Background: an optimization exercise with open tools, aiming at small area, a short achievable clock period and few clock cycles. Do not read the settings as production practice.
The RTL was checked by simulation tests, not by an equivalence proof against the original design.
Power is estimated from default activity; no workload was simulated.

// sector_cache_fifo_writeback
module sector_cache_fifo_writeback
#(
   parameter int unsigned ENTRIES = scfw_pkg::ENTRIES_DEF
) (
   input  logic                clock,
   input  logic                reset,
   input  logic                req_valid,
   output logic                req_stall,
   input  logic [scfw_pkg::OP_W-1:0]     req_operation,
   input  logic [scfw_pkg::SECTOR_W-1:0] req_sector,
   output logic                rsp_valid,
   input  logic                rsp_stall,
   output logic                rsp_hit,
   output logic [scfw_pkg::SLOT_W-1:0]   rsp_slot,
   output logic                rsp_fill,
   output logic                rsp_writeback,
   output logic [scfw_pkg::SECTOR_W-1:0] rsp_writeback_sector,
   output logic                rsp_last
);
Size in the first run: ~8800 cells after synthesis, about 2600 flip-flops, roughly 82 I/O pins.
make LEC_CHECK=0 CAP_MARGIN=20 CORE_MARGIN=2 CORE_UTILIZATION=45 PLACE_DENSITY=0.62 SETUP_SLACK_MARGIN=2.6 SLEW_MARGIN=20 finish   # period 6.0 ns
run.sh (not shown) runs the stock make flow with config.mk's settings and CLKGATE_MAP_FILE= SYNTH_SCRIPT=/design/flow/synth_recipe.tcl, a recipe that flattens the netlist after the stock synthesis.
Testbench counts at the start, summed over its fixed seeds: cycles 5,256.
Next try:
--- a/flow/design.v
+++ b/flow/design.v
@@ -36,14 +36,15 @@
 );
    localparam int unsigned IDX_W = $clog2(ENTRIES);
    localparam int unsigned SW    = scfw_pkg::SECTOR_W;
    localparam int unsigned RW    = 3 + IDX_W + SW + 1;  
    logic                  s1_v;
    logic [1:0]            s1_op;
    logic [SW-1:0]         s1_sec;
+   logic [SW-1:0]         s1_secn;       
    logic                  s2_v;
    logic                  s2_fl;         
    logic                  s2_w;          
    logic [SW-1:0]         s2_sec;
    logic [ENTRIES-1:0]    s2_eq;         
    logic                  s2_cv;         
    logic                  s2_eqp;        
@@ -81,15 +82,16 @@
    assign eq_pend = (s3_sec == s1_sec);
    assign eq_prev = (s2_sec == s1_sec);
    always_comb begin
       for (int i = 0; i < ENTRIES; i++) begin
          valid[i] = full_ff | lt_ff[i];
          p_oh[i] = (p_ff == IDX_W'(i));
          eq[i]   = (pend_v && s3_fillm[i]) ? eq_pend
-                                          : (valid[i] && (tag_ff[i*SW +: SW] == s1_sec));
+                                          : (valid[i] && ((i < ENTRIES / 2) ? (tag_ff[i*SW +: SW] == s1_sec)
+                                                                            : (tag_ff[i*SW +: SW] == ~s1_secn)));
       end
    end
    logic [ENTRIES-1:0] match;
    logic               corr_v, miss;
    assign corr_v = s2_cv & s3_miss;
    always_comb begin
       for (int i = 0; i < ENTRIES; i++) begin
@@ -228,15 +230,16 @@
          skid_v   <= skid_v_n;
          stall_ff <= s1_v_n & s2_v_n & ~(~s3_v_n | s3_done_n);
       end
    end
    always_ff @(posedge clock) begin
       if (~stall_ff) begin
          s1_op  <= req_operation;
-         s1_sec <= req_sector;
+         s1_sec  <= req_sector;
+         s1_secn <= ~req_sector;
       end
       if (s1_adv) begin
          s2_fl  <= s1_op[1];
          s2_w   <= s1_op[0];
          s2_sec <= s1_sec;
          s2_eq  <= eq;
          s2_cv  <= s2_v & ~s2_fl;
@@ -254,15 +257,15 @@
       if ((s2_adv & ~s2_fl) | r_go) s3_data <= rd_data;
       fl_any <= fl_any_n;
       r_v    <= r_v_n;
       r_last <= r_last_n;
       e_v    <= e_v_n;
       e_last <= e_last_n;
       r_sel  <= r_sel_n;
-      rd_idx <= (s3_fl_n & r_v_n) ? r_sel_n : p_n;
+      rd_idx <= (r_ld & any_n) ? next_sel : ((s3_fl_n & r_v_n) ? r_sel : p_n);
       if (r_go) e_sel <= r_sel;
       if (~out_v | pop) begin
          if (skid_v) out_r <= skid_r;
          else if (push) out_r <= res;
       end else if (push) begin
          skid_r <= res;
       end
Result: Core utilization rose by 0.36 points; combinational power fell by 46%; fmax fell by 2.3%; first-iteration DRC count rose by 7.3%; flip-flop and latch count rose by 32; design area rose by 1.5%; synthesized cell count rose by 0.68%; power fell by 8.7%; die area rose by 0.71%; worst hold slack is worse by 0.012 ns; cell count rose by 1.6%.
Testbench counts after the change, summed over its fixed seeds: cycles 5,256.

## afterwards: timing with drivers on the ports
No port has a modelled driver above. Below, the same layouts with a new extraction and two added sets of constraints.
Step 1 assumes that a clkbuf_16 drives the clock port and a buf_2 every other input.
Step 2 adds t to the input delays and takes it off the output delays; t is the mean of the earliest and latest rising clock arrival at the registers after step 1. Input paths then give back, and output paths get back, about the clock's delay inside the block.
a / b / c = no drivers / after step 1 / after step 2; a / b = the first two.
run	t, ns	setup WS [ns]	worst data-port slew with drivers (ns)
the first run	1.035	2.330 / 2.330 / 2.330	0.05
the second run	1.038	2.241 / 2.241 / 2.241	0.07
After both steps every run listed still meets setup and hold.
